Background: an optimization exercise with open tools, aiming at small area. Do not read the settings as production practice.
Function was checked by simulation only, so behaviour that the tests miss may differ from the original.
Power and IR drop assume default switching activity.

## design/flow/design.v

```verilog
module matrix_alu #(
    parameter int ELEM_W     = 16,
    parameter int MUL_CYCLES = 16
) (
    input  logic                 Clk,
    input  logic                 nReset,
    input  logic                 start,
    input  logic [2:0]           opcode,
    input  logic [16*ELEM_W-1:0] operandA,
    input  logic [16*ELEM_W-1:0] operandB,
    output logic [16*ELEM_W-1:0] result,
    output logic                 busy,
    output logic                 done,
    output logic                 err
);
    localparam logic [2:0] OP_ADD = 3'b000;
    localparam logic [2:0] OP_SUB = 3'b001;
    localparam logic [2:0] OP_TRN = 3'b010;
    localparam logic [2:0] OP_SCL = 3'b011;
    localparam logic [2:0] OP_MUL = 3'b100;
    localparam logic [1:0] S_IDLE = 2'd0;
    localparam logic [1:0] S_BUSY = 2'd1;
    localparam logic [1:0] S_DONE = 2'd2;
    logic [15:0] x_q   [16];
    logic [15:0] b_q   [16];
    logic [15:0] r_q   [4];
    logic [15:0] acc_q [4];
    logic [1:0]  st_q;
    logic [7:0]  cnt_q;
    logic [2:0]  op_q;
    logic        valid_q;
    logic        err_q;
    logic        lap_q;
    logic        idle_q, nidle_q;    
    wire idle   = idle_q;
    wire accept = start & idle;
    wire legal  = (opcode <= OP_MUL);
    wire ld     = start & idle_q & legal;
    wire ldn    = ~start | nidle_q | ~legal;
    wire [3:0] ph = cnt_q[3:0];
    wire [15:0] x0 = x_q[0] ^ {16{~cnt_q[0]}};
    wire [15:0] b0 = b_q[0] ^ {16{~cnt_q[0]}};
    wire [7:0] n  = cnt_q;
    wire        m_comp  = n[4];
    wire [1:0]  m_tr    = n[6:5] - 2'd1;        
    wire        m_first = (ph[3:2] == 2'd0);    
    wire        m_cwr   = !n[4] && (n[7:5] != 3'd0) && (ph[3:2] == m_tr);
    wire        m_fill  = !n[4] && (ph[3:2] == (m_tr + 2'd1));
    wire        m_last  = (n == 8'd144);
    logic t_visit;
    always_comb begin
        case (n)
            8'd1, 8'd3, 8'd4, 8'd6, 8'd8, 8'd12, 8'd18, 8'd25,
            8'd33, 8'd35, 8'd36, 8'd38,
            8'd49, 8'd52, 8'd55, 8'd59, 8'd66, 8'd72, 8'd77, 8'd78,
            8'd81, 8'd84, 8'd87, 8'd91: t_visit = 1'b1;
            default: t_visit = 1'b0;
        endcase
    end
    wire s_load = (n == 8'd15);
    wire s_shft = (n >= 8'd15) && (n <= 8'd18);
    wire s_pass = (n[7:4] == 4'd2);
    wire ew_pass = (n[7:4] == 4'd0);
    wire is_busy = (st_q == S_BUSY);
    wire op_ill  = op_q[2] & (op_q[1] | op_q[0]);
    logic        x_sel_r, x_one, x_neg;    
    logic        y_sel_b, y_sel_x;         
    logic        a_sel_x, a_sel_acc;       
    logic        xwr;                       
    logic        rsh;                       
    logic        rin_b;                     
    logic        fin;                       
    always_comb begin
        x_sel_r   = 1'b0;
        x_one     = 1'b0;
        x_neg     = 1'b0;
        y_sel_b   = 1'b0;
        y_sel_x   = 1'b0;
        a_sel_x   = 1'b0;
        a_sel_acc = 1'b0;
        xwr       = 1'b0;
        rsh       = 1'b0;
        rin_b     = 1'b0;
        fin       = 1'b0;
        if (is_busy) begin
            if (op_ill) begin
                xwr = !valid_q;
                fin = (ph == 4'd0) && lap_q;
            end else begin
                case (op_q)
                    OP_ADD, OP_SUB: begin
                        a_sel_x = 1'b1;
                        y_sel_b = 1'b1;
                        x_one   = (op_q == OP_ADD);
                        x_neg   = (op_q == OP_SUB);
                        xwr     = ew_pass;
                        fin     = (n == 8'd16);
                    end
                    OP_TRN: begin
                        x_sel_r = 1'b1;
                        rsh     = t_visit;
                        xwr     = t_visit;
                        fin     = (n == 8'd96);
                    end
                    OP_SCL: begin
                        x_sel_r = 1'b1;
                        y_sel_x = 1'b1;
                        rsh     = s_shft;
                        rin_b   = s_load;
                        xwr     = s_pass;
                        fin     = (n == 8'd48);
                    end
                    default: begin  
                        y_sel_b   = 1'b1;
                        if (m_comp) begin
                            x_sel_r   = 1'b1;
                            a_sel_acc = !m_first;
                            rsh       = (ph[1:0] == 2'd3);
                        end else begin
                            a_sel_acc = 1'b1;
                            xwr       = m_cwr;
                            rsh       = m_fill;
                        end
                        fin = m_last;
                    end
                endcase
            end
        end
    end
    logic [15:0] mx, my, ma, mac;
    logic t1, t2, t3, t4, t5, t6, t7, t8, t9, t10, t11, t12, t13, t14, t15, t16, t17, t18, t19, t20, t21, t22, t23, t24, t25, t26, t27, t28, t29, t30, t31, t32, t33, t34, t35, t36, t37, t38, t39, t40, t41, t42, t43, t44, t45, t46, t47, t48, t49, t50, t51, t52, t53, t54, t55, t56, t57, t58, t59, t60, t61, t62, t63, t64, t65, t66, t67, t68, t69, t70, t71, t72, t73, t74, t75, t76, t77, t78, t79, t80, t81, t82, t83, t84, t85, t86, t87, t88, t89, t90, t91, t92, t93, t94, t95, t96, t97, t98, t99, t100, t101, t102, t103, t104, t105, t106, t107, t108, t109, t110, t111, t112, t113, t114, t115, t116, t117, t118, t119, t120, t121, t122, t123, t124, t125, t126, t127, t128, t129, t130, t131, t132, t133, t134, t135, t136, t137, t138, t139, t140, t141, t142, t143, t144, t145, t146, t147, t148, t149, t150, t151, t152, t153, t154, t155, t156, t157, t158, t159, t160, t161, t162, t163, t164, t165, t166, t167, t168, t169, t170, t171, t172, t173, t174, t175, t176, t177, t178, t179, t180, t181, t182, t183, t184, t185, t186, t187, t188, t189, t190, t191, t192, t193, t194, t195, t196, t197, t198, t199, t200, t201, t202, t203, t204, t205, t206, t207, t208, t209, t210, t211, t212, t213, t214, t215, t216, t217, t218, t219, t220, t221, t222, t223, t224, t225, t226, t227, t228, t229, t230, t231, t232, t233, t234, t235, t236, t237, t238, t239, t240, t241, t242, t243, t244, t245, t246, t247, t248, t249, t250, t251, t252, t253, t254, t255, t256;
    assign t1 = (mx[0] & my[12]) ^ (mx[1] & my[11]);
    assign t2 = (mx[0] & my[12]) & (mx[1] & my[11]);
    assign t3 = (mx[0] & my[13]) ^ (mx[1] & my[12]) ^ (mx[2] & my[11]);
    assign t4 = ((mx[0] & my[13]) & (mx[1] & my[12])) | ((mx[0] & my[13]) & (mx[2] & my[11])) | ((mx[1] & my[12]) & (mx[2] & my[11]));
    assign t5 = (mx[3] & my[10]) ^ (mx[4] & my[9]);
    assign t6 = (mx[3] & my[10]) & (mx[4] & my[9]);
    assign t7 = (mx[0] & my[14]) ^ (mx[1] & my[13]) ^ (mx[2] & my[12]);
    assign t8 = ((mx[0] & my[14]) & (mx[1] & my[13])) | ((mx[0] & my[14]) & (mx[2] & my[12])) | ((mx[1] & my[13]) & (mx[2] & my[12]));
    assign t9 = (mx[3] & my[11]) ^ (mx[4] & my[10]) ^ (mx[5] & my[9]);
    assign t10 = ((mx[3] & my[11]) & (mx[4] & my[10])) | ((mx[3] & my[11]) & (mx[5] & my[9])) | ((mx[4] & my[10]) & (mx[5] & my[9]));
    assign t11 = (mx[6] & my[8]) ^ (mx[7] & my[7]);
    assign t12 = (mx[6] & my[8]) & (mx[7] & my[7]);
    assign t13 = (mx[0] & my[15]) ^ (mx[1] & my[14]) ^ (mx[2] & my[13]);
    assign t14 = (mx[3] & my[12]) ^ (mx[4] & my[11]) ^ (mx[5] & my[10]);
    assign t15 = (mx[6] & my[9]) ^ (mx[7] & my[8]) ^ (mx[8] & my[7]);
    assign t16 = (mx[9] & my[6]) ^ (mx[10] & my[5]);
    assign t17 = (mx[0] & my[8]) ^ (mx[1] & my[7]);
    assign t18 = (mx[0] & my[8]) & (mx[1] & my[7]);
    assign t19 = (mx[0] & my[9]) ^ (mx[1] & my[8]) ^ (mx[2] & my[7]);
    assign t20 = ((mx[0] & my[9]) & (mx[1] & my[8])) | ((mx[0] & my[9]) & (mx[2] & my[7])) | ((mx[1] & my[8]) & (mx[2] & my[7]));
    assign t21 = (mx[3] & my[6]) ^ (mx[4] & my[5]);
    assign t22 = (mx[3] & my[6]) & (mx[4] & my[5]);
    assign t23 = (mx[0] & my[10]) ^ (mx[1] & my[9]) ^ (mx[2] & my[8]);
    assign t24 = ((mx[0] & my[10]) & (mx[1] & my[9])) | ((mx[0] & my[10]) & (mx[2] & my[8])) | ((mx[1] & my[9]) & (mx[2] & my[8]));
    assign t25 = (mx[3] & my[7]) ^ (mx[4] & my[6]) ^ (mx[5] & my[5]);
    assign t26 = ((mx[3] & my[7]) & (mx[4] & my[6])) | ((mx[3] & my[7]) & (mx[5] & my[5])) | ((mx[4] & my[6]) & (mx[5] & my[5]));
    assign t27 = (mx[6] & my[4]) ^ (mx[7] & my[3]);
    assign t28 = (mx[6] & my[4]) & (mx[7] & my[3]);
    assign t29 = (mx[0] & my[11]) ^ (mx[1] & my[10]) ^ (mx[2] & my[9]);
    assign t30 = ((mx[0] & my[11]) & (mx[1] & my[10])) | ((mx[0] & my[11]) & (mx[2] & my[9])) | ((mx[1] & my[10]) & (mx[2] & my[9]));
    assign t31 = (mx[3] & my[8]) ^ (mx[4] & my[7]) ^ (mx[5] & my[6]);
    assign t32 = ((mx[3] & my[8]) & (mx[4] & my[7])) | ((mx[3] & my[8]) & (mx[5] & my[6])) | ((mx[4] & my[7]) & (mx[5] & my[6]));
    assign t33 = (mx[6] & my[5]) ^ (mx[7] & my[4]) ^ (mx[8] & my[3]);
    assign t34 = ((mx[6] & my[5]) & (mx[7] & my[4])) | ((mx[6] & my[5]) & (mx[8] & my[3])) | ((mx[7] & my[4]) & (mx[8] & my[3]));
    assign t35 = (mx[9] & my[2]) ^ (mx[10] & my[1]);
    assign t36 = (mx[9] & my[2]) & (mx[10] & my[1]);
    assign t37 = (mx[2] & my[10]) ^ (mx[3] & my[9]) ^ (mx[4] & my[8]);
    assign t38 = ((mx[2] & my[10]) & (mx[3] & my[9])) | ((mx[2] & my[10]) & (mx[4] & my[8])) | ((mx[3] & my[9]) & (mx[4] & my[8]));
    assign t39 = (mx[5] & my[7]) ^ (mx[6] & my[6]) ^ (mx[7] & my[5]);
    assign t40 = ((mx[5] & my[7]) & (mx[6] & my[6])) | ((mx[5] & my[7]) & (mx[7] & my[5])) | ((mx[6] & my[6]) & (mx[7] & my[5]));
    assign t41 = (mx[8] & my[4]) ^ (mx[9] & my[3]) ^ (mx[10] & my[2]);
    assign t42 = ((mx[8] & my[4]) & (mx[9] & my[3])) | ((mx[8] & my[4]) & (mx[10] & my[2])) | ((mx[9] & my[3]) & (mx[10] & my[2]));
    assign t43 = (mx[11] & my[1]) ^ (mx[12] & my[0]) ^ ma[12];
    assign t44 = ((mx[11] & my[1]) & (mx[12] & my[0])) | ((mx[11] & my[1]) & ma[12]) | ((mx[12] & my[0]) & ma[12]);
    assign t45 = (mx[5] & my[8]) ^ (mx[6] & my[7]) ^ (mx[7] & my[6]);
    assign t46 = ((mx[5] & my[8]) & (mx[6] & my[7])) | ((mx[5] & my[8]) & (mx[7] & my[6])) | ((mx[6] & my[7]) & (mx[7] & my[6]));
    assign t47 = (mx[8] & my[5]) ^ (mx[9] & my[4]) ^ (mx[10] & my[3]);
    assign t48 = ((mx[8] & my[5]) & (mx[9] & my[4])) | ((mx[8] & my[5]) & (mx[10] & my[3])) | ((mx[9] & my[4]) & (mx[10] & my[3]));
    assign t49 = (mx[11] & my[2]) ^ (mx[12] & my[1]) ^ (mx[13] & my[0]);
    assign t50 = ((mx[11] & my[2]) & (mx[12] & my[1])) | ((mx[11] & my[2]) & (mx[13] & my[0])) | ((mx[12] & my[1]) & (mx[13] & my[0]));
    assign t51 = ma[13] ^ t3 ^ t5;
    assign t52 = (ma[13] & t3) | (ma[13] & t5) | (t3 & t5);
    assign t53 = (mx[8] & my[6]) ^ (mx[9] & my[5]) ^ (mx[10] & my[4]);
    assign t54 = ((mx[8] & my[6]) & (mx[9] & my[5])) | ((mx[8] & my[6]) & (mx[10] & my[4])) | ((mx[9] & my[5]) & (mx[10] & my[4]));
    assign t55 = (mx[11] & my[3]) ^ (mx[12] & my[2]) ^ (mx[13] & my[1]);
    assign t56 = ((mx[11] & my[3]) & (mx[12] & my[2])) | ((mx[11] & my[3]) & (mx[13] & my[1])) | ((mx[12] & my[2]) & (mx[13] & my[1]));
    assign t57 = (mx[14] & my[0]) ^ ma[14] ^ t7;
    assign t58 = ((mx[14] & my[0]) & ma[14]) | ((mx[14] & my[0]) & t7) | (ma[14] & t7);
    assign t59 = t9 ^ t11 ^ t4;
    assign t60 = (t9 & t11) | (t9 & t4) | (t11 & t4);
    assign t61 = (mx[11] & my[4]) ^ (mx[12] & my[3]) ^ (mx[13] & my[2]);
    assign t62 = (mx[14] & my[1]) ^ (mx[15] & my[0]) ^ ma[15];
    assign t63 = t13 ^ t14 ^ t15;
    assign t64 = t16 ^ t8 ^ t10;
    assign t65 = (mx[0] & my[5]) ^ (mx[1] & my[4]);
    assign t66 = (mx[0] & my[5]) & (mx[1] & my[4]);
    assign t67 = (mx[0] & my[6]) ^ (mx[1] & my[5]) ^ (mx[2] & my[4]);
    assign t68 = ((mx[0] & my[6]) & (mx[1] & my[5])) | ((mx[0] & my[6]) & (mx[2] & my[4])) | ((mx[1] & my[5]) & (mx[2] & my[4]));
    assign t69 = (mx[3] & my[3]) ^ (mx[4] & my[2]);
    assign t70 = (mx[3] & my[3]) & (mx[4] & my[2]);
    assign t71 = (mx[0] & my[7]) ^ (mx[1] & my[6]) ^ (mx[2] & my[5]);
    assign t72 = ((mx[0] & my[7]) & (mx[1] & my[6])) | ((mx[0] & my[7]) & (mx[2] & my[5])) | ((mx[1] & my[6]) & (mx[2] & my[5]));
    assign t73 = (mx[3] & my[4]) ^ (mx[4] & my[3]) ^ (mx[5] & my[2]);
    assign t74 = ((mx[3] & my[4]) & (mx[4] & my[3])) | ((mx[3] & my[4]) & (mx[5] & my[2])) | ((mx[4] & my[3]) & (mx[5] & my[2]));
    assign t75 = (mx[6] & my[1]) ^ (mx[7] & my[0]);
    assign t76 = (mx[6] & my[1]) & (mx[7] & my[0]);
    assign t77 = (mx[2] & my[6]) ^ (mx[3] & my[5]) ^ (mx[4] & my[4]);
    assign t78 = ((mx[2] & my[6]) & (mx[3] & my[5])) | ((mx[2] & my[6]) & (mx[4] & my[4])) | ((mx[3] & my[5]) & (mx[4] & my[4]));
    assign t79 = (mx[5] & my[3]) ^ (mx[6] & my[2]) ^ (mx[7] & my[1]);
    assign t80 = ((mx[5] & my[3]) & (mx[6] & my[2])) | ((mx[5] & my[3]) & (mx[7] & my[1])) | ((mx[6] & my[2]) & (mx[7] & my[1]));
    assign t81 = (mx[8] & my[0]) ^ ma[8] ^ t17;
    assign t82 = ((mx[8] & my[0]) & ma[8]) | ((mx[8] & my[0]) & t17) | (ma[8] & t17);
    assign t83 = (mx[5] & my[4]) ^ (mx[6] & my[3]) ^ (mx[7] & my[2]);
    assign t84 = ((mx[5] & my[4]) & (mx[6] & my[3])) | ((mx[5] & my[4]) & (mx[7] & my[2])) | ((mx[6] & my[3]) & (mx[7] & my[2]));
    assign t85 = (mx[8] & my[1]) ^ (mx[9] & my[0]) ^ ma[9];
    assign t86 = ((mx[8] & my[1]) & (mx[9] & my[0])) | ((mx[8] & my[1]) & ma[9]) | ((mx[9] & my[0]) & ma[9]);
    assign t87 = t19 ^ t21 ^ t18;
    assign t88 = (t19 & t21) | (t19 & t18) | (t21 & t18);
    assign t89 = (mx[8] & my[2]) ^ (mx[9] & my[1]) ^ (mx[10] & my[0]);
    assign t90 = ((mx[8] & my[2]) & (mx[9] & my[1])) | ((mx[8] & my[2]) & (mx[10] & my[0])) | ((mx[9] & my[1]) & (mx[10] & my[0]));
    assign t91 = ma[10] ^ t23 ^ t25;
    assign t92 = (ma[10] & t23) | (ma[10] & t25) | (t23 & t25);
    assign t93 = t27 ^ t20 ^ t22;
    assign t94 = (t27 & t20) | (t27 & t22) | (t20 & t22);
    assign t95 = (mx[11] & my[0]) ^ ma[11] ^ t29;
    assign t96 = ((mx[11] & my[0]) & ma[11]) | ((mx[11] & my[0]) & t29) | (ma[11] & t29);
    assign t97 = t31 ^ t33 ^ t35;
    assign t98 = (t31 & t33) | (t31 & t35) | (t33 & t35);
    assign t99 = t24 ^ t26 ^ t28;
    assign t100 = (t24 & t26) | (t24 & t28) | (t26 & t28);
    assign t101 = t1 ^ t37 ^ t39;
    assign t102 = (t1 & t37) | (t1 & t39) | (t37 & t39);
    assign t103 = t41 ^ t43 ^ t30;
    assign t104 = (t41 & t43) | (t41 & t30) | (t43 & t30);
    assign t105 = t32 ^ t34 ^ t36;
    assign t106 = (t32 & t34) | (t32 & t36) | (t34 & t36);
    assign t107 = t2 ^ t45 ^ t47;
    assign t108 = (t2 & t45) | (t2 & t47) | (t45 & t47);
    assign t109 = t49 ^ t51 ^ t38;
    assign t110 = (t49 & t51) | (t49 & t38) | (t51 & t38);
    assign t111 = t40 ^ t42 ^ t44;
    assign t112 = (t40 & t42) | (t40 & t44) | (t42 & t44);
    assign t113 = t6 ^ t53 ^ t55;
    assign t114 = (t6 & t53) | (t6 & t55) | (t53 & t55);
    assign t115 = t57 ^ t59 ^ t46;
    assign t116 = (t57 & t59) | (t57 & t46) | (t59 & t46);
    assign t117 = t48 ^ t50 ^ t52;
    assign t118 = (t48 & t50) | (t48 & t52) | (t50 & t52);
    assign t119 = t12 ^ t61 ^ t62;
    assign t120 = t63 ^ t64 ^ t54;
    assign t121 = t56 ^ t58 ^ t60;
    assign t122 = (mx[0] & my[3]) ^ (mx[1] & my[2]);
    assign t123 = (mx[0] & my[3]) & (mx[1] & my[2]);
    assign t124 = (mx[0] & my[4]) ^ (mx[1] & my[3]) ^ (mx[2] & my[2]);
    assign t125 = ((mx[0] & my[4]) & (mx[1] & my[3])) | ((mx[0] & my[4]) & (mx[2] & my[2])) | ((mx[1] & my[3]) & (mx[2] & my[2]));
    assign t126 = (mx[3] & my[1]) ^ (mx[4] & my[0]);
    assign t127 = (mx[3] & my[1]) & (mx[4] & my[0]);
    assign t128 = (mx[2] & my[3]) ^ (mx[3] & my[2]) ^ (mx[4] & my[1]);
    assign t129 = ((mx[2] & my[3]) & (mx[3] & my[2])) | ((mx[2] & my[3]) & (mx[4] & my[1])) | ((mx[3] & my[2]) & (mx[4] & my[1]));
    assign t130 = (mx[5] & my[0]) ^ ma[5] ^ t65;
    assign t131 = ((mx[5] & my[0]) & ma[5]) | ((mx[5] & my[0]) & t65) | (ma[5] & t65);
    assign t132 = (mx[5] & my[1]) ^ (mx[6] & my[0]) ^ ma[6];
    assign t133 = ((mx[5] & my[1]) & (mx[6] & my[0])) | ((mx[5] & my[1]) & ma[6]) | ((mx[6] & my[0]) & ma[6]);
    assign t134 = t67 ^ t69 ^ t66;
    assign t135 = (t67 & t69) | (t67 & t66) | (t69 & t66);
    assign t136 = ma[7] ^ t71 ^ t73;
    assign t137 = (ma[7] & t71) | (ma[7] & t73) | (t71 & t73);
    assign t138 = t75 ^ t68 ^ t70;
    assign t139 = (t75 & t68) | (t75 & t70) | (t68 & t70);
    assign t140 = t77 ^ t79 ^ t81;
    assign t141 = (t77 & t79) | (t77 & t81) | (t79 & t81);
    assign t142 = t72 ^ t74 ^ t76;
    assign t143 = (t72 & t74) | (t72 & t76) | (t74 & t76);
    assign t144 = t83 ^ t85 ^ t87;
    assign t145 = (t83 & t85) | (t83 & t87) | (t85 & t87);
    assign t146 = t78 ^ t80 ^ t82;
    assign t147 = (t78 & t80) | (t78 & t82) | (t80 & t82);
    assign t148 = t89 ^ t91 ^ t93;
    assign t149 = (t89 & t91) | (t89 & t93) | (t91 & t93);
    assign t150 = t84 ^ t86 ^ t88;
    assign t151 = (t84 & t86) | (t84 & t88) | (t86 & t88);
    assign t152 = t95 ^ t97 ^ t99;
    assign t153 = (t95 & t97) | (t95 & t99) | (t97 & t99);
    assign t154 = t90 ^ t92 ^ t94;
    assign t155 = (t90 & t92) | (t90 & t94) | (t92 & t94);
    assign t156 = t101 ^ t103 ^ t105;
    assign t157 = (t101 & t103) | (t101 & t105) | (t103 & t105);
    assign t158 = t96 ^ t98 ^ t100;
    assign t159 = (t96 & t98) | (t96 & t100) | (t98 & t100);
    assign t160 = t107 ^ t109 ^ t111;
    assign t161 = (t107 & t109) | (t107 & t111) | (t109 & t111);
    assign t162 = t102 ^ t104 ^ t106;
    assign t163 = (t102 & t104) | (t102 & t106) | (t104 & t106);
    assign t164 = t113 ^ t115 ^ t117;
    assign t165 = (t113 & t115) | (t113 & t117) | (t115 & t117);
    assign t166 = t108 ^ t110 ^ t112;
    assign t167 = (t108 & t110) | (t108 & t112) | (t110 & t112);
    assign t168 = t119 ^ t120 ^ t121;
    assign t169 = t114 ^ t116 ^ t118;
    assign t170 = (mx[0] & my[2]) ^ (mx[1] & my[1]);
    assign t171 = (mx[0] & my[2]) & (mx[1] & my[1]);
    assign t172 = (mx[2] & my[1]) ^ (mx[3] & my[0]) ^ ma[3];
    assign t173 = ((mx[2] & my[1]) & (mx[3] & my[0])) | ((mx[2] & my[1]) & ma[3]) | ((mx[3] & my[0]) & ma[3]);
    assign t174 = ma[4] ^ t124 ^ t126;
    assign t175 = (ma[4] & t124) | (ma[4] & t126) | (t124 & t126);
    assign t176 = t128 ^ t130 ^ t125;
    assign t177 = (t128 & t130) | (t128 & t125) | (t130 & t125);
    assign t178 = t132 ^ t134 ^ t129;
    assign t179 = (t132 & t134) | (t132 & t129) | (t134 & t129);
    assign t180 = t136 ^ t138 ^ t133;
    assign t181 = (t136 & t138) | (t136 & t133) | (t138 & t133);
    assign t182 = t140 ^ t142 ^ t137;
    assign t183 = (t140 & t142) | (t140 & t137) | (t142 & t137);
    assign t184 = t144 ^ t146 ^ t141;
    assign t185 = (t144 & t146) | (t144 & t141) | (t146 & t141);
    assign t186 = t148 ^ t150 ^ t145;
    assign t187 = (t148 & t150) | (t148 & t145) | (t150 & t145);
    assign t188 = t152 ^ t154 ^ t149;
    assign t189 = (t152 & t154) | (t152 & t149) | (t154 & t149);
    assign t190 = t156 ^ t158 ^ t153;
    assign t191 = (t156 & t158) | (t156 & t153) | (t158 & t153);
    assign t192 = t160 ^ t162 ^ t157;
    assign t193 = (t160 & t162) | (t160 & t157) | (t162 & t157);
    assign t194 = t164 ^ t166 ^ t161;
    assign t195 = (t164 & t166) | (t164 & t161) | (t166 & t161);
    assign t196 = t168 ^ t169 ^ t165;
    assign t197 = (mx[0] & my[1]) ^ (mx[1] & my[0]);
    assign t198 = (mx[0] & my[1]) & (mx[1] & my[0]);
    assign t199 = (mx[2] & my[0]) ^ ma[2] ^ t170;
    assign t200 = ((mx[2] & my[0]) & ma[2]) | ((mx[2] & my[0]) & t170) | (ma[2] & t170);
    assign t201 = t122 ^ t172 ^ t171;
    assign t202 = (t122 & t172) | (t122 & t171) | (t172 & t171);
    assign t203 = t123 ^ t174 ^ t173;
    assign t204 = (t123 & t174) | (t123 & t173) | (t174 & t173);
    assign t205 = t127 ^ t176 ^ t175;
    assign t206 = (t127 & t176) | (t127 & t175) | (t176 & t175);
    assign t207 = t131 ^ t178 ^ t177;
    assign t208 = (t131 & t178) | (t131 & t177) | (t178 & t177);
    assign t209 = t135 ^ t180 ^ t179;
    assign t210 = (t135 & t180) | (t135 & t179) | (t180 & t179);
    assign t211 = t139 ^ t182 ^ t181;
    assign t212 = (t139 & t182) | (t139 & t181) | (t182 & t181);
    assign t213 = t143 ^ t184 ^ t183;
    assign t214 = (t143 & t184) | (t143 & t183) | (t184 & t183);
    assign t215 = t147 ^ t186 ^ t185;
    assign t216 = (t147 & t186) | (t147 & t185) | (t186 & t185);
    assign t217 = t151 ^ t188 ^ t187;
    assign t218 = (t151 & t188) | (t151 & t187) | (t188 & t187);
    assign t219 = t155 ^ t190 ^ t189;
    assign t220 = (t155 & t190) | (t155 & t189) | (t190 & t189);
    assign t221 = t159 ^ t192 ^ t191;
    assign t222 = (t159 & t192) | (t159 & t191) | (t192 & t191);
    assign t223 = t163 ^ t194 ^ t193;
    assign t224 = (t163 & t194) | (t163 & t193) | (t194 & t193);
    assign t225 = t167 ^ t196 ^ t195;
    assign t226 = (mx[0] & my[0]) ^ ma[0];
    assign t227 = (mx[0] & my[0]) & ma[0];
    assign t228 = ma[1] ^ t197 ^ t227;
    assign t229 = (ma[1] & t197) | (ma[1] & t227) | (t197 & t227);
    assign t230 = t199 ^ t198 ^ t229;
    assign t231 = (t199 & t198) | (t199 & t229) | (t198 & t229);
    assign t232 = t201 ^ t200 ^ t231;
    assign t233 = (t201 & t200) | (t201 & t231) | (t200 & t231);
    assign t234 = t203 ^ t202 ^ t233;
    assign t235 = (t203 & t202) | (t203 & t233) | (t202 & t233);
    assign t236 = t205 ^ t204 ^ t235;
    assign t237 = (t205 & t204) | (t205 & t235) | (t204 & t235);
    assign t238 = t207 ^ t206 ^ t237;
    assign t239 = (t207 & t206) | (t207 & t237) | (t206 & t237);
    assign t240 = t209 ^ t208 ^ t239;
    assign t241 = (t209 & t208) | (t209 & t239) | (t208 & t239);
    assign t242 = t211 ^ t210 ^ t241;
    assign t243 = (t211 & t210) | (t211 & t241) | (t210 & t241);
    assign t244 = t213 ^ t212 ^ t243;
    assign t245 = (t213 & t212) | (t213 & t243) | (t212 & t243);
    assign t246 = t215 ^ t214 ^ t245;
    assign t247 = (t215 & t214) | (t215 & t245) | (t214 & t245);
    assign t248 = t217 ^ t216 ^ t247;
    assign t249 = (t217 & t216) | (t217 & t247) | (t216 & t247);
    assign t250 = t219 ^ t218 ^ t249;
    assign t251 = (t219 & t218) | (t219 & t249) | (t218 & t249);
    assign t252 = t221 ^ t220 ^ t251;
    assign t253 = (t221 & t220) | (t221 & t251) | (t220 & t251);
    assign t254 = t223 ^ t222 ^ t253;
    assign t255 = (t223 & t222) | (t223 & t253) | (t222 & t253);
    assign t256 = t225 ^ t224 ^ t255;
    assign mac = {t256, t254, t252, t250, t248, t246, t244, t242, t240, t238, t236, t234, t232, t230, t228, t226};
    always_comb begin
        if (x_sel_r)      mx = r_q[0];
        else if (x_one)   mx = 16'd1;
        else if (x_neg)   mx = 16'hffff;
        else              mx = 16'd0;
        if (y_sel_b)      my = b0;
        else if (y_sel_x) my = x0;
        else              my = 16'd1;
        if (a_sel_x)        ma = x0;
        else if (a_sel_acc) ma = acc_q[0];
        else                ma = 16'd0;
    end
    always_ff @(posedge Clk) begin
        for (int p = 0; p < 16; p++) begin
            x_q[p] <= ({16{ld}}  & ~operandA[255-16*p -: 16])
                    | ({16{ldn}} & ((p < 15) ? ~x_q[p+1] : (xwr ? (mac ^ {16{cnt_q[0]}}) : ~x_q[0])));
            b_q[p] <= ({16{ld}}  & ~operandB[255-16*p -: 16])
                    | ({16{ldn}} & ~b_q[(p+1)%16]);
        end
        if (rsh) begin
            for (int p = 0; p < 3; p++) r_q[p] <= r_q[p+1];
            r_q[3] <= rin_b ? b0 : x0;
        end
        for (int p = 0; p < 3; p++) acc_q[p] <= acc_q[p+1];
        acc_q[3] <= mac;
    end
    always_ff @(posedge Clk or negedge nReset) begin
        if (!nReset) begin
            st_q    <= S_IDLE;
            idle_q  <= 1'b1;
            nidle_q <= 1'b0;
            cnt_q   <= '0;
            op_q    <= '0;
            valid_q <= 1'b0;
            err_q   <= 1'b0;
            lap_q   <= 1'b0;
        end else begin
            cnt_q <= cnt_q + 8'd1;
            case (st_q)
                S_IDLE: begin
                    if (start) begin
                        st_q    <= S_BUSY;
                        idle_q  <= 1'b0;
                        nidle_q <= 1'b1;
                        op_q  <= opcode;
                        err_q <= !legal;
                        lap_q <= 1'b0;
                        if (legal) begin
                            cnt_q   <= '0;
                            valid_q <= 1'b1;
                        end
                    end
                end
                S_BUSY: begin
                    if (ph == 4'd0) lap_q <= 1'b1;
                    if (fin) begin
                        st_q <= S_DONE;
                        if (op_ill) valid_q <= 1'b1;
                    end
                end
                default: begin
                    st_q    <= S_IDLE;
                    idle_q  <= 1'b1;
                    nidle_q <= 1'b0;
                end
            endcase
        end
    end
    always_comb begin
        for (int p = 0; p < 16; p++) result[255-16*p -: 16] = x_q[(p+15)%16];
    end
    assign busy = (st_q == S_BUSY);
    assign done = (st_q == S_DONE);
    assign err  = err_q;
endmodule
```

## design/flow/flow/run.sh

```bash
#!/bin/bash
set -euo pipefail
bash standard.sh BUFFER_PORTS_ARGS="-buffer_cell sky130_fd_sc_hd__buf_1" finish > make_finish.log 2>&1
```

## design/flow/standard.sh

```bash
#!/bin/bash
# synth_recipe.tcl (not shown) runs the flow's synth.tcl, then flattens the netlist and writes it again
# the make line also repeats each setting of config.mk as NAME=value (left out here)
make -C /OpenROAD-flow-scripts/flow DESIGN_CONFIG=/design/flow/config.mk WORK_HOME=/design/flow/orfs CLKGATE_MAP_FILE= SYNTH_SCRIPT=/design/flow/synth_recipe.tcl "${@:-finish}"
```

## design/flow/config.mk

```make
export PLATFORM = sky130hd
export DESIGN_NAME = matrix_alu
export DESIGN_NICKNAME = matrix_alu
export VERILOG_FILES = /design/flow/design.v
export SDC_FILE = /design/flow/constraint.sdc
export NUM_CORES = 4
export LEC_CHECK = 0
export CAP_MARGIN = 20
export CORE_AREA = 2 2 418 100
export DIE_AREA = 0 0 420 102
export PLACE_DENSITY = 0.75
export SLEW_MARGIN = 20
```

## design/flow/constraint.sdc

```tcl
create_clock -name core_clock -period 12.0 [get_ports {Clk}]
set_input_delay 2.4000 -clock core_clock [delete_from_list [all_inputs] [get_ports {Clk}]]
set_output_delay 2.4000 -clock core_clock [all_outputs]
set_load 0.01 [all_outputs]
```

==> results.txt, run 1 <==
The setup fix buffers added after clock tree synthesis came out at 0. The CTS tree is built. The final total negative setup slack is 0 ns. The most frequently used flop master after synthesis is sky130_fd_sc_hd__dfxtp_1. Synthesis inferred ~660 register bits.

The minimum setup slack among reg-to-reg paths is around 0.53 ns. The run finished with no timing, DRC or antenna violations. The post-synthesis cell type count is 70. The top fanout value on the critical path came out at 11. The initial antenna violation count was 30. The placer congestion estimate is 1.22.

For this run, design rule violations remaining after detail routing come to 0. The final critical-path required period is around 11 ns. The combined global-route utilization of all metal layers is a little over 50%.

Among all cell types in the netlist, the one instantiated most often is sky130_fd_sc_hd__dfxtp_1. The average vias per placed instance is roughly 6.7. The number of buffers created by CTS is between 40 and 50. The via count of the first global-routing pass came out at around 20k. Multiplexer cells account for about 1.5% of the synthesized area.

The cell that appears most often on the critical path is sky130_fd_sc_hd__fa_1. Counting flops with a built-in enable in the synthesized netlist gives 64. Of all flip-flops after synthesis, the portion carrying an async set or reset was between 2 and 3%. In this run the tightest slew margin relative to its limit is between 20% and 30%.

The clock latency on the worst-skew pair came out at 0.60 ns. The signed area change from the synthesized netlist to the final layout is 20.5%. Counting instances in the post-synthesis netlist gives the leading cell types as 576 x sky130_fd_sc_hd__dfxtp_1, 514 x sky130_fd_sc_hd__o22ai_1, 139 x sky130_fd_sc_hd__clkbuf_1. In the finished design, the share of the clock period the worst path needs comes to around 96%.

The setup clock skew after layout is 0.0259 ns. Summed over its instances, the top area cell type makes up 48.8% of the synthesized netlist area. The core region area came out at around 0.040 sq mm. The area share of fa/ha/maj cells after synthesis is between 10% and 20%. The largest total area in the synthesized netlist belongs to sky130_fd_sc_hd__dfxtp_1. The analysis attributes to cell leakage a power of around 11 nW.

The number of nets in the layout came out at 3361. The global-route congestion overflow total is 0. The count of boundary I/O pins came out at a little under 800.

The aggregate routed wire length came out at approximately 110000 um. The largest net degree at the start of global routing is around 220. The number of placement rows came out at 35. The total via count after detailed routing is roughly 22k.

The fraction of final layout cells sized beyond drive strength 1 came out at 6.25%. The total nets after synthesis came out at about 2.7k. The final count of hold timing violations came out at 0.

The maximum clock insertion buffer count came out at 3. The number of input and output port buffers inserted is ~780. The iteration count of the initial detailed-routing pass came out at 7. In this run the power density over the cells is between 150 and 200 mW/mm^2. The minimum hold slack came out at 0.326 ns.

Clock-pin slew was measured on the worst setup and hold paths at around 0.090 ns. The cell area after technology mapping came out at ~0.024 sq mm. After clock tree synthesis, the repair step resized 0 gates. The average instance area after synthesis came out at roughly 12 sq um. The final number of max-transition violations came out at 0. The required arrival time at the worst endpoint came out at between 10 and 15 ns. Sorting the synthesized cells by area gives the leading types as sky130_fd_sc_hd__dfxtp_1 49%, sky130_fd_sc_hd__o22ai_1 14%, sky130_fd_sc_hd__fa_1 8.9%. The category of the worst setup path launch point is a register. The xor/xnor cell area share of the yosys netlist is 3.30%.

The initial standard-cell utilization of the core came out at 59.8%. The number of fillers in the final layout is about 2.8k. The dominant combinational cell family by area after synthesis is compound AO/OA/AOI/OAI gates.

For this design, the CTS-stage hold fixing added 0 buffers. The number of levels the H-tree was split into came out at 2. The fmax came out at about 0.087 GHz. The share of the yosys chip area belonging to registers came out at slightly below 60%. Max-cap violations in this run came to 0.

After detailed routing, the average wire length per cell comes to approximately 34 um. The tightest min-delay check is of the register to register type. Of the total synthesized cell area, the portion taken by AND, OR, NAND and NOR gates is under 10%. The vertical extent of the die came out at around 100 um. The post-synthesis instance total came out at approximately 2k.

Along the worst hold path, the cell count comes to 0. The detailed-placement wirelength estimate came out at approximately 89000 um. The total of endpoints with negative setup slack in the final report is 0.

The count of nets left with antenna violations once routing finished came out at 0. The wire length of the first global-routing pass is between 100000 and 150000 um. The kind of end point of the critical path is a register. The post-synthesis compound-gate area fraction came out at around 17%. The critical path's slowest cell is sky130_fd_sc_hd__dfrtp_1. The die footprint is 0.0428 sq mm.

Setup repair after global routing left no endpoint under its margin. The worst reg-to-reg path cell count is 33. The total clock sinks is between 600 and 700.

The measured slew at the worst slew-check pin is between 1 and 1.5 ns. Yosys printed 5 warnings. The critical path is of the register to register type. The clock root buffer is sky130_fd_sc_hd__clkbuf_16. The iteration-0 DRC count of the detailed router is 4438. For this run, the slowest stage of the critical path takes 0.60 ns.

The maximum ir drop on the vdd rail came out at roughly 0.00014 V. The arrival time at the worst endpoint is ~12 ns. The width of the die is around 420 um.
[layout make-up]
class | instances | area (sq um) | share of cell area (%)
inverter | 109 | 412 | 1.45
clock buffer | 64 | 1260 | 4.41
sequential | 658 | 13900 | 48.8
tap | 555 | 694 | 2.44
antenna | 23 | 57.6 | 0.202
timing repair buffer | 812 | 3230 | 11.4
multi-input combinational | 1092 | 8740 | 30.7
clock inverter | 17 | 181 | 0.637
[stage by stage]
step	setup slack, ns	std cells	cell area (sq um)	util, %	power, W
floorplan	1.12	2012	23600	-	0.00333
global placement	0.760	3226	27000	68.2	0.00396
detailed placement	0.614	3226	27000	68.2	0.00399
CTS	0.582	3307	28400	71.9	0.00555
global route	0.0621	3312	28400	71.9	0.00577
finish	0.528	3330	28500	72.0	0.00569
[worst paths after layout]
kind                         startpoint           end
setup / recovery                op_q[1]   x_q[15][15]
hold / removal             acc_q[2][13]  acc_q[1][13]
setup reg to reg                op_q[1]   x_q[15][15]
hold reg to reg            acc_q[2][13]  acc_q[1][13]
max in group asynchronous        nReset      cnt_q[0]
min in group asynchronous        nReset         err_q
[sequential cells by signal (all words and copies together) (netlist names)]
name     flops
acc_q       64
op_q         3
x_q        256
r_q         64
st_q         2
err_q        1
valid_q      1
b_q        256
lap_q        1
nidle_q      1
idle_q       1
cnt_q        8
[kinds of logic (layout without fill, tap and decap cells)]
group | count (synthesis) | after routing
flip-flops | 658 | 658
other | 0 | 23
AO/OA/AOI/OAI | 633 | 633
AND/OR/NAND/NOR | 224 | 224
XOR/XNOR | 75 | 75
multiplexers | 34 | 34
buffers and inverters | 262 | 1002
adder cells (fa/ha/maj) | 126 | 126
[worst max-delay path, delay by kind of cell (launching register included)]
kind,cells,cell delay [ns]
AOI/OAI and AO/OA,3,0.67
xor gates and xnor gates,8,2.27
adders and majority gates,14,6.34
buffers and inverters,4,0.24
DFF,1,0.60
muxes,1,0.26
and+or+nand+nor,3,0.98
[metal layers]
layer	vias up	part of all wire (%)	GRT usage (%)
li1	8765	-	-
met1	10800	39	70.9
met2	2162	37	65.4
met3	442	20	31.2
met4	20	4.2	14.0
met5	-	0.33	3.92
[layout by cell type (no fill, tap or decap), drive strengths merged, types with 9 or more instances in the layout]
cell type	instances
dfrtp	17
nand2	33
fa	105
xnor2	59
inv	113
clkbuf	65
a22oi	12
or2	29
ha	21
a21oi	13
diode	23
edfxtp	64
buf	811
nand2b	13
o21ai	25
o22ai	514
dfxtp	576
mux2	17
xnor3	9
nor2	108
a22o	14
mux2i	17
clkinv	9
[report_power, final]
group,total (W),internal [W],switching [W],leakage [nW]
clock network,0.00162,0.000786,0.000831,0.703
registers,0.00305,0.00264,0.000414,5.64
logic,0.00102,0.000391,0.000633,4.28
total,0.00569,0.00382,0.00188,10.6
==> run 2: changes to the inputs <==
==> design/flow/flow/run.sh (replaced) <==
#!/bin/bash
set -euo pipefail
bash standard.sh \
  BUFFER_PORTS_ARGS="-buffer_cell sky130_fd_sc_hd__buf_1" \
  CTS_ARGS="-sink_clustering_enable -repair_clock_nets -buf_list sky130_fd_sc_hd__clkbuf_4 -dont_use_dummy_load" \
  finish > make_finish.log 2>&1
--- a/design/flow/config.mk
+++ b/design/flow/config.mk
@@ -8,5 +8,5 @@
 export CAP_MARGIN = 20
-export CORE_AREA = 2 2 418 100
-export DIE_AREA = 0 0 420 102
-export PLACE_DENSITY = 0.75
+export CORE_AREA = 2 2 438 128
+export DIE_AREA = 0 0 440 130
+export PLACE_DENSITY = 0.65
 export SLEW_MARGIN = 20
==> results.txt, run 2 <==
Setup repair after global routing left no endpoint under its margin. The die is roughly 440 um wide. The post-synthesis cell type count came out at 70. The slowest stage of the critical path belongs to the cell sky130_fd_sc_hd__fa_1. The final critical-path required period is 11.53 ns. The max-cap violation count is 0. The final total negative setup slack came out at 0 ns. The total number of yosys warnings is 5.

STA classifies the critical path endpoint as a register. The wire length of the first global-routing pass is around 140000 um. In the post-synthesis netlist, the cell with the most instances is sky130_fd_sc_hd__dfxtp_1. The routed length per instance is 28.5 um. The total clock sinks is ~660. The maximum ir drop on the vdd rail is roughly 0.00011 V.

The most frequently used flop master after synthesis is sky130_fd_sc_hd__dfxtp_1. The final count of hold timing violations came out at 0. The cell area after technology mapping came out at about 0.024 sq mm. The number of buffers created by CTS is approximately 130. The post-synthesis sequential element count came out at about 660. The total via count after detailed routing is 20.3k. On the worst path, the slowest cell contributes a delay of between 0.5 and 0.6 ns. The clock root buffer is sky130_fd_sc_hd__clkbuf_4. The final number of max-transition violations was 0. In this run, placement finished with an instance count of 3421. The placement-stage cell area is between 0.02 and 0.03 sq mm. The total of endpoints with negative setup slack in the final report came out at 0. For this configuration, the core starts out at a cell density of between 40 and 50%.

With fillers left out, the area of the finished cells amounts to between 0.02 and 0.03 sq mm. The number of flops mapped to enable cells by yosys came out at between 60 and 70. The fraction of final layout cells sized beyond drive strength 1 is 8.68%.

Counting the fill cells in the layout gives between 5k and 6k. STA puts the critical path data required time at 12.75 ns. The most numerous cell on the critical path is sky130_fd_sc_hd__fa_1. At the later pin of the worst-skew pair, clock insertion delay measures 0.91 ns. The count of boundary I/O pins came out at approximately 800. The setup fix buffers added after clock tree synthesis is 0.

The iteration-0 DRC count of the detailed router is approximately 2.8k. The arrival time at the worst endpoint came out at ~12 ns. The maximum clock insertion buffer count is 3. The largest area contributor in the netlist is sky130_fd_sc_hd__dfxtp_1.

The iteration count of the initial detailed-routing pass is 6. The die footprint is about 0.057 sq mm. The worst setup path is of the register to register kind. The total power consumption of the routed design came out at approximately 0.0052 W. The commonest non-fill, non-tap cell in the layout is sky130_fd_sc_hd__buf_1. The average instance area after synthesis is approximately 12 sq um. The minimum hold slack came out at about 0.27 ns. The share of Yosys cell area claimed by the top area cell type came out at between 40% and 50%. Counting every net in the synthesized netlist gives approximately 2.7k. The fraction of registers with async set or reset after synthesis came out at under 10%.

By area the synthesized netlist is led by sky130_fd_sc_hd__dfxtp_1 49%, sky130_fd_sc_hd__o22ai_1 14%, sky130_fd_sc_hd__fa_1 8.9%. Across the routed clock network, the largest skew measured is between 0.1 and 0.15 ns. The post-synthesis instance total came out at roughly 2.0k.

The number of nets still failing antenna checks after routing came out at 0. The congestion estimate from routability-driven global placement came to approximately 1.0. The largest registers in the layout are b_q (256), x_q (256). The top fanout value on the critical path is 10. The library cells used most frequently in the layout, excluding fill and tap cells, are 776 x sky130_fd_sc_hd__buf_1, 576 x sky130_fd_sc_hd__dfxtp_1, 514 x sky130_fd_sc_hd__o22ai_1, 133 x sky130_fd_sc_hd__clkbuf_4. The worst path uses a little over nine tenths of the clock period. The aggregate routed wire length came out at 102000 um. The total power density per cell area is 185 mW/mm^2.

The via count of the first global-routing pass is 18.6k. TritonCTS built the clock tree. Summed over all layers, the global routing overflow is 0.

The share of the yosys chip area belonging to registers came out at between 50 and 60%. Relative to the synthesized area, the layout overhead comes to 19.7%. The detailed-placement wirelength estimate is between 70000 and 80000 um. The clock transition time at the flip-flop clock pins of the worst setup and hold paths is 0.07 ns. STA classifies the critical path startpoint as a register.

The number of placement rows came out at 46. The flow ran to the end and the layout has no timing, DRC or antenna violations. The largest net degree at the start of global routing is 190. The number of nets in the layout is about 3.5k. The combined global-route utilization of all metal layers is 34.5%. The average vias per placed instance came out at roughly 5.7.

The number of input and output port buffers inserted is between 700 and 800. The total DRC errors in the routed layout came out at 0. The path class of the lowest-slack min-delay path is register to register. The initial antenna violation count came to 14. The cts-stage hold buffer count came out at 0. The number of cells in the finished layout apart from fillers came out at about 3.6k. The die is 130 um tall.

The fmax is 0.0868 GHz. After synthesis, the most frequently instantiated cells are 576 x sky130_fd_sc_hd__dfxtp_1, 514 x sky130_fd_sc_hd__o22ai_1, 139 x sky130_fd_sc_hd__clkbuf_1. The measured slew at the worst slew-check pin came out at 1.09 ns.

The number of levels the H-tree was split into came out at 4. The core region area came out at 0.0545 sq mm. The headroom to the max-slew limit is a little over a quarter. Summed over all cells, the static leakage comes to between 10 and 15 nW.
## run 2: cell counts after synthesis
No cell type changed its count.
## run 2: what timing repair did
item	CTS	global route
gates resized for setup	0	2
endpoints found under the setup margin	0	1
endpoints found under the hold margin	0	0
## run 2: path summary, 6_finish.rpt
check,from,end,slack (ns),depth (start not counted)
max,op_q[2],x_q[15][15],0.47,33
min,acc_q[2][7],acc_q[1][7],0.27,0
max reg2reg,op_q[2],x_q[15][15],0.47,33
min reg2reg,acc_q[2][7],acc_q[1][7],0.27,0
max in group asynchronous,nReset,cnt_q[7],10.06,2
min in group asynchronous,nReset,cnt_q[0],1.41,1
## run 2: logic make-up (layout without fill, tap and decap cells)
kind of cell / count (synthesis) / count (layout) / share of synthesized area, %
compound gates: 633 / 633 / 17.4
xor+xnor: 75 / 75 / 3.30
other cells: 0 / 8 / 0
simple gates: 224 / 224 / 4.57
buf+inv: 262 / 1060 / 4.34
flops: 658 / 658 / 58.8
fa+ha+maj: 126 / 126 / 10.0
mux: 34 / 34 / 1.53
## run 2: final cells by class
type / instances / area (sq um) / area share (%)
sequential: 658 / 13900 / 49.2
multi-input combinational: 1092 / 8740 / 30.9
timing repair buffer: 818 / 3270 / 11.6
clock buffer: 133 / 998 / 3.53
tap: 744 / 931 / 3.29
inverter: 109 / 412 / 1.46
antenna: 8 / 20.0 / 0.0708
## run 2: routing by layer
layer | share of wire, % | routed length, um | track usage (%)
met1 | 44 | 44200 | 49.9
met2 | 40 | 40900 | 46.2
met3 | 13 | 13400 | 14.0
met4 | 3.0 | 3020 | 11.3
met5 | 0.11 | 113 | 0.726
## run 2: critical path: cells and delay by family, from the launching register on
kind                       cells  cell delay (ns)
adders and majority gates     14             6.43
and+or+nand+nor                3             0.98
buffers and inverters          4             0.26
xor gates and xnor gates       8             2.36
AOI/OAI and AO/OA              3             0.63
DFF                            1             0.51
muxes                          1             0.27
## run 2: where the power goes
group | internal, W | leakage (nW) | switching, W
Clock | 0.000508 | 0.612 | 0.000807
Sequential | 0.00264 | 5.63 | 0.000306
Combinational | 0.000392 | 4.31 | 0.000588
## run 2: per-stage QoR
step	utilization, %	setup WS (ns)
after floorplan	-	1.12
after global placement	50.0	0.545
after detailed placement	50.0	0.398
after CTS	51.8	0.370
after global routing	51.9	0.0724
final	51.9	0.473

## separate check: timing with driven ports
The flow's constraints put no driver on any port. The routed layouts listed below were extracted and timed again, unchanged, in two steps. Step 1, drivers: a clkbuf_16 drives Clk and a buf_2 each remaining input, both assumed. Step 2 also shifts input and output timing later by t, the mid clock arrival at the registers, as if the neighbouring blocks saw the same clock. a / b / c = ideal ports / drivers / drivers and shift; a / b = the first two.
run	shift t [ns]	setup WS [ns]	worst data-port slew with drivers (ns)
run 1	0.653	0.528 / 0.528 / 0.528	0.24
run 2	0.932	0.473 / 0.473 / 0.473	0.12
After both steps setup and hold are still met in every run listed.
